Context: an optimization exercise on an open-source flow, tuned for small area and a short achievable clock period. The choices shown serve that exercise and are no tape-out recipe. Where RTL was checked, it was by simulation tests only, not by an equivalence proof against the original. Power figures rest on the tool's default switching activity, not on a simulated workload.

==> flow/design.v <==
package backend_pkg;
    localparam int WORD_W = 16;
    localparam int REG_N  = 4;
    localparam int IMM_W  = 8;
    typedef logic [WORD_W-1:0]        word_t;
    typedef logic [$clog2(REG_N)-1:0] reg_idx_t;
    typedef enum logic [3:0] {
        ADD, SUB, AND, ORR, NOT, TCP, SHL, SHR,
        LHI, ADI, LWD, SWD, WWD, HLT
    } op_t;
    typedef struct packed {
        logic             valid;
        op_t              op;
        reg_idx_t         rs;
        reg_idx_t         rt;
        reg_idx_t         rd;
        logic [IMM_W-1:0] imm;
    } issue_t;
    typedef struct packed {
        word_t    alu_result;  
        word_t    r_data1;     
        word_t    r_data2;     
        reg_idx_t rd;
        logic     mem_read;
        logic     mem_write;
        logic     reg_write;
        logic     mem_to_reg;
        logic     is_wwd;
        logic     is_done;
    } ex_mem_t;
    typedef struct packed {
        word_t    wb_data;
        word_t    wwd_data;
        reg_idx_t rd;
        logic     reg_write;
        logic     is_wwd;
        logic     is_done;
    } mem_wb_t;
endpackage
module mem_lines (
    input  logic [15:0]  lo,
    input  logic [15:0]  rhi,
    input  logic [15:0]  whi,
    output logic [255:0] rd_line,
    output logic [255:0] wr_line
);
    for (genvar w = 0; w < 256; w++) begin : g_line
        assign rd_line[w] = lo[w % 16] & rhi[w / 16];
        assign wr_line[w] = lo[w % 16] & whi[w / 16];
    end
endmodule
module mem_bank (
    input  logic               clk,
    input  logic [15:0]        rd_line,
    input  logic [15:0]        wr_line,
    input  backend_pkg::word_t wr_data,
    output backend_pkg::word_t rd_data
);
    localparam int W = backend_pkg::WORD_W;
    logic [16*W-1:0] words;    
    always_ff @(posedge clk) begin
        for (int w = 0; w < 16; w++) begin
            if (wr_line[w]) begin
                words[W*w +: W] <= wr_data;
            end
        end
    end
    always_comb begin
        rd_data = '0;
        for (int w = 0; w < 16; w++) begin
            rd_data = rd_data | ({W{rd_line[w]}} & words[W*w +: W]);
        end
    end
endmodule
module cpu_backend (
    input  logic               clk,
    input  logic               rst,
    input  logic               issue_valid,
    input  logic [3:0]         issue_op,
    input  logic [1:0]         issue_rs,
    input  logic [1:0]         issue_rt,
    input  logic [1:0]         issue_rd,
    input  logic [7:0]         issue_imm,
    input  logic               flush,
    output logic               wwd_valid,
    output backend_pkg::word_t wwd_data,
    output logic               done
);
    localparam int W = backend_pkg::WORD_W;
    logic               ex_wr;       
    logic               ex_wwd;
    logic               ex_hlt;
    logic [1:0]         ex_rd;
    backend_pkg::word_t ex_res;      
    backend_pkg::word_t ex_b;        
    logic [15:0]        ex_lo;       
    logic [15:0]        ex_rhi;      
    logic [15:0]        ex_whi;      
    backend_pkg::word_t regs [0:backend_pkg::REG_N-1];
    backend_pkg::word_t mem_rd_data;
    backend_pkg::word_t mem_result;
    logic [255:0]       rd_line;
    logic [255:0]       wr_line;
    backend_pkg::word_t bank_rd [0:15];
    mem_lines u_mem_lines (
        .lo      (ex_lo),
        .rhi     (ex_rhi),
        .whi     (ex_whi),
        .rd_line (rd_line),
        .wr_line (wr_line)
    );
    for (genvar b = 0; b < 16; b++) begin : g_bank
        mem_bank u_bank (
            .clk     (clk),
            .rd_line (rd_line[16*b +: 16]),
            .wr_line (wr_line[16*b +: 16]),
            .wr_data (ex_b),
            .rd_data (bank_rd[b])
        );
    end
    always_comb begin
        mem_rd_data = '0;
        for (int b = 0; b < 16; b++) begin
            mem_rd_data = mem_rd_data | bank_rd[b];
        end
    end
    assign mem_result = mem_rd_data | ex_res;
    always_ff @(posedge clk) begin
        if (rst) begin
            for (int i = 0; i < backend_pkg::REG_N; i++) begin
                regs[i] <= '0;
            end
        end else if (ex_wr) begin
            regs[ex_rd] <= mem_result;
        end
    end
    logic accept;
    logic is_add, is_sub, is_and, is_orr, is_not, is_tcp, is_shl, is_shr, is_lhi, is_imm;
    logic is_ld, is_st, is_wr;
    always_comb begin
        accept = issue_valid & ~flush;
        is_add = (issue_op == 4'd0);
        is_sub = (issue_op == 4'd1);
        is_and = (issue_op == 4'd2);
        is_orr = (issue_op == 4'd3);
        is_not = (issue_op == 4'd4);
        is_tcp = (issue_op == 4'd5);
        is_shl = (issue_op == 4'd6);
        is_shr = (issue_op == 4'd7);
        is_lhi = (issue_op == 4'd8);
        is_imm = (issue_op == 4'd9) || (issue_op == 4'd10) || (issue_op == 4'd11);  
        is_ld  = (issue_op == 4'd10);
        is_st  = (issue_op == 4'd11);
        is_wr  = (issue_op <= 4'd10);
    end
    backend_pkg::word_t op_a;
    backend_pkg::word_t op_b;
    assign op_a = (ex_wr && ex_rd == issue_rs) ? mem_result : regs[issue_rs];
    assign op_b = (ex_wr && ex_rd == issue_rt) ? mem_result : regs[issue_rt];
    function automatic backend_pkg::word_t carries(input backend_pkg::word_t g, input backend_pkg::word_t p);
        backend_pkg::word_t gg;
        backend_pkg::word_t pp;
        gg = g;
        pp = p;
        for (int d = 1; d < 16; d = d * 2) begin
            for (int i = 15; i >= d; i--) begin
                gg[i] = gg[i] | (pp[i] & gg[i-d]);
                pp[i] = pp[i] & pp[i-d];
            end
        end
        carries = {gg[14:0], 1'b0};
    endfunction
    backend_pkg::word_t imm_sext;
    backend_pkg::word_t x, y, g, p, sum, result;
    assign imm_sext = {{8{issue_imm[7]}}, issue_imm};
    assign x = is_sub ? ~op_a : op_a;
    always_comb begin
        y = '0;
        if (is_add || is_sub) y = op_b;
        if (is_imm) y = imm_sext;
        if (is_tcp) y = 16'hffff;
    end
    assign p   = x ^ y;
    assign g   = x & y;
    assign sum = p ^ carries(g, p) ^ {W{is_sub | is_tcp}};
    always_comb begin
        if (is_add || is_sub || is_tcp || is_imm) result = sum;
        else if (is_and) result = op_a & op_b;
        else if (is_orr) result = op_a | op_b;
        else if (is_not) result = ~op_a;
        else if (is_shl) result = {op_a[14:0], 1'b0};
        else if (is_shr) result = {op_a[15], op_a[15:1]};
        else if (is_lhi) result = {issue_imm, 8'h00};
        else result = op_a;                       
    end
    function automatic logic [15:0] onehot4(input logic [3:0] v);
        onehot4 = 16'h0001 << v;
    endfunction
    always_ff @(posedge clk) begin
        if (rst) begin
            ex_wr  <= 1'b0;
            ex_wwd <= 1'b0;
            ex_hlt <= 1'b0;
            ex_whi <= '0;
        end else begin
            ex_wr  <= accept & is_wr;
            ex_wwd <= accept & (issue_op == 4'd12);
            ex_hlt <= accept & (issue_op == 4'd13);
            ex_whi <= (accept & is_st) ? onehot4(sum[7:4]) : 16'h0000;
        end
    end
    always_ff @(posedge clk) begin
        ex_rd  <= issue_rd;
        ex_res <= is_ld ? '0 : result;
        ex_b   <= op_b;
        ex_lo  <= onehot4(sum[3:0]);
        ex_rhi <= is_ld ? onehot4(sum[7:4]) : 16'h0000;
    end
    always_ff @(posedge clk) begin
        if (rst) begin
            wwd_valid <= 1'b0;
            done      <= 1'b0;
        end else begin
            wwd_valid <= ex_wwd;
            done      <= ex_hlt;
        end
    end
    always_ff @(posedge clk) begin
        wwd_data <= ex_res;    
    end
endmodule
module backend_top (
    input  logic        clk,
    input  logic        rst,           
    input  logic        issue_valid,
    input  logic [3:0]  issue_op,
    input  logic [1:0]  issue_rs,
    input  logic [1:0]  issue_rt,
    input  logic [1:0]  issue_rd,
    input  logic [7:0]  issue_imm,
    input  logic        flush,
    output logic        wwd_valid,
    output logic [15:0] wwd_data,
    output logic        done
);
    cpu_backend u_cpu_backend (
        .clk         (clk),
        .rst         (rst),
        .issue_valid (issue_valid),
        .issue_op    (issue_op),
        .issue_rs    (issue_rs),
        .issue_rt    (issue_rt),
        .issue_rd    (issue_rd),
        .issue_imm   (issue_imm),
        .flush       (flush),
        .wwd_valid   (wwd_valid),
        .wwd_data    (wwd_data),
        .done        (done)
    );
endmodule
Settings: LEC_CHECK=0, CAP_MARGIN=30, CORE_MARGIN=2, CORE_UTILIZATION=50, CTS_CLUSTER_DIAMETER=120, CTS_CLUSTER_SIZE=30, SETUP_SLACK_MARGIN=3.5, SLEW_MARGIN=40, SYNTH_HIERARCHICAL=1, SYNTH_MEMORY_MAX_BITS=8192, SYNTH_MINIMUM_KEEP_SIZE=0; clock period 7.5 ns.
standard.sh (not shown) runs the stock make flow with config.mk's settings and CLKGATE_MAP_FILE= SYNTH_SCRIPT=/design/flow/synth_recipe.tcl, a recipe that flattens the netlist after the stock synthesis.
==> flow/flow/run.sh <==
#!/bin/bash
# Layout: the standard flow (standard.sh) with two synthesis changes that
# leave the registers as the standard synthesis makes them:
# - Yosys does not extract full/half adder cells (ADDER_MAP_FILE empty). ABC
#   cannot see through those cells, so it maps the logic behind them as if it
#   were off the critical path.
# - The slow 4-input OR/NOR cells and the majority cell are added to the
#   platform's don't-use list (the list below is the platform's, then these).
# Each tool's output is in the ORFS logs under orfs/logs; make's own output is
# in flow_make.log.
set -euo pipefail
DONT_USE="sky130_fd_sc_hd__probe_p_8 sky130_fd_sc_hd__probec_p_8 sky130_fd_sc_hd__lpflow_bleeder_1 sky130_fd_sc_hd__lpflow_clkbufkapwr_1 sky130_fd_sc_hd__lpflow_clkbufkapwr_16 sky130_fd_sc_hd__lpflow_clkbufkapwr_2 sky130_fd_sc_hd__lpflow_clkbufkapwr_4 sky130_fd_sc_hd__lpflow_clkbufkapwr_8 sky130_fd_sc_hd__lpflow_clkinvkapwr_1 sky130_fd_sc_hd__lpflow_clkinvkapwr_16 sky130_fd_sc_hd__lpflow_clkinvkapwr_2 sky130_fd_sc_hd__lpflow_clkinvkapwr_4 sky130_fd_sc_hd__lpflow_clkinvkapwr_8 sky130_fd_sc_hd__lpflow_decapkapwr_12 sky130_fd_sc_hd__lpflow_decapkapwr_3 sky130_fd_sc_hd__lpflow_decapkapwr_4 sky130_fd_sc_hd__lpflow_decapkapwr_6 sky130_fd_sc_hd__lpflow_decapkapwr_8 sky130_fd_sc_hd__lpflow_inputiso0n_1 sky130_fd_sc_hd__lpflow_inputiso0p_1 sky130_fd_sc_hd__lpflow_inputiso1n_1 sky130_fd_sc_hd__lpflow_inputiso1p_1 sky130_fd_sc_hd__lpflow_inputisolatch_1 sky130_fd_sc_hd__lpflow_isobufsrc_1 sky130_fd_sc_hd__lpflow_isobufsrc_16 sky130_fd_sc_hd__lpflow_isobufsrc_2 sky130_fd_sc_hd__lpflow_isobufsrc_4 sky130_fd_sc_hd__lpflow_isobufsrc_8 sky130_fd_sc_hd__lpflow_isobufsrckapwr_16 sky130_fd_sc_hd__lpflow_lsbuf_lh_hl_isowell_tap_1 sky130_fd_sc_hd__lpflow_lsbuf_lh_hl_isowell_tap_2 sky130_fd_sc_hd__lpflow_lsbuf_lh_hl_isowell_tap_4 sky130_fd_sc_hd__lpflow_lsbuf_lh_isowell_4 sky130_fd_sc_hd__lpflow_lsbuf_lh_isowell_tap_1 sky130_fd_sc_hd__lpflow_lsbuf_lh_isowell_tap_2 sky130_fd_sc_hd__lpflow_lsbuf_lh_isowell_tap_4  sky130_fd_sc_hd__or4_1 sky130_fd_sc_hd__or4_2 sky130_fd_sc_hd__or4_4 sky130_fd_sc_hd__or4b_1 sky130_fd_sc_hd__or4b_2 sky130_fd_sc_hd__or4b_4 sky130_fd_sc_hd__or4bb_1 sky130_fd_sc_hd__or4bb_2 sky130_fd_sc_hd__or4bb_4 sky130_fd_sc_hd__nor4_1 sky130_fd_sc_hd__nor4_2 sky130_fd_sc_hd__nor4_4 sky130_fd_sc_hd__nor4b_1 sky130_fd_sc_hd__nor4b_2 sky130_fd_sc_hd__nor4b_4 sky130_fd_sc_hd__nor4bb_1 sky130_fd_sc_hd__nor4bb_2 sky130_fd_sc_hd__nor4bb_4 sky130_fd_sc_hd__maj3_1 sky130_fd_sc_hd__maj3_2 sky130_fd_sc_hd__maj3_4 "
bash standard.sh ADDER_MAP_FILE= "DONT_USE_CELLS=$DONT_USE" finish > flow_make.log 2>&1
The starting point completed without violations.
Change:
--- a/flow/design.v
+++ b/flow/design.v
@@ -64,14 +64,29 @@
                 words[W*w +: W] <= wr_data;
             end
         end
     end
-    always_comb begin
-        rd_data = '0;
-        for (int w = 0; w < 16; w++) begin
-            rd_data = rd_data | ({W{rd_line[w]}} & words[W*w +: W]);
-        end
-    end
+    for (genvar i = 0; i < W; i++) begin : g_bit
+        logic [5:0] grp_n;    
+        for (genvar k = 0; k < 5; k++) begin : g_grp
+            mem_aoi3 u_aoi3 (
+                .a0 (rd_line[3*k]),   .b0 (words[W*(3*k)   + i]),
+                .a1 (rd_line[3*k+1]), .b1 (words[W*(3*k+1) + i]),
+                .a2 (rd_line[3*k+2]), .b2 (words[W*(3*k+2) + i]),
+                .y  (grp_n[k])
+            );
+        end
+        assign grp_n[5] = ~(rd_line[15] & words[W*15 + i]);
+        assign rd_data[i] = ~&grp_n;
+    end
+endmodule
+module mem_aoi3 (
+    input  logic a0, b0,
+    input  logic a1, b1,
+    input  logic a2, b2,
+    output logic y
+);
+    assign y = ~((a0 & b0) | (a1 & b1) | (a2 & b2));
 endmodule
 module cpu_backend (
     input  logic               clk,
     input  logic               rst,
Result: The changed run finished with timing, DRC and antenna clean. Cell count went down by a few percent. Maximum frequency goes down by a few percent. Sequential power is about the same. Worst setup slack is worse by 180 ps. Synthesized area decreases by a few percent. Wire length decreases by a few percent. Via count decreases slightly.
Function not checked in the second run of this note: the RTL went through the layout flow alone.

[afterwards: timing with drivers on the ports]
Ports are ideal in the flow. The routed layouts listed here were re-timed in OpenROAD. Step 1 assumes that a clkbuf_16 drives the clock port and a buf_2 every other input. Step 2 also shifts input and output timing later by t, the mid clock arrival at the registers, as if the neighbouring blocks saw the same clock. Slacks: ideal / step 1 / step 2; pairs: ideal / step 1.
run | t, ns | setup WS [ns] | worst setup path after step 2
the first run | 1.019 | 2.517 / 2.517 / 1.784 | input to register
the second run | 0.980 | 2.339 / 2.339 / 1.645 | input to register
After both steps every run listed still meets setup and hold. For the first run, which loses most, drivers alone change the setup slack by 0.000 ns; drivers and shift together by -0.733 ns.
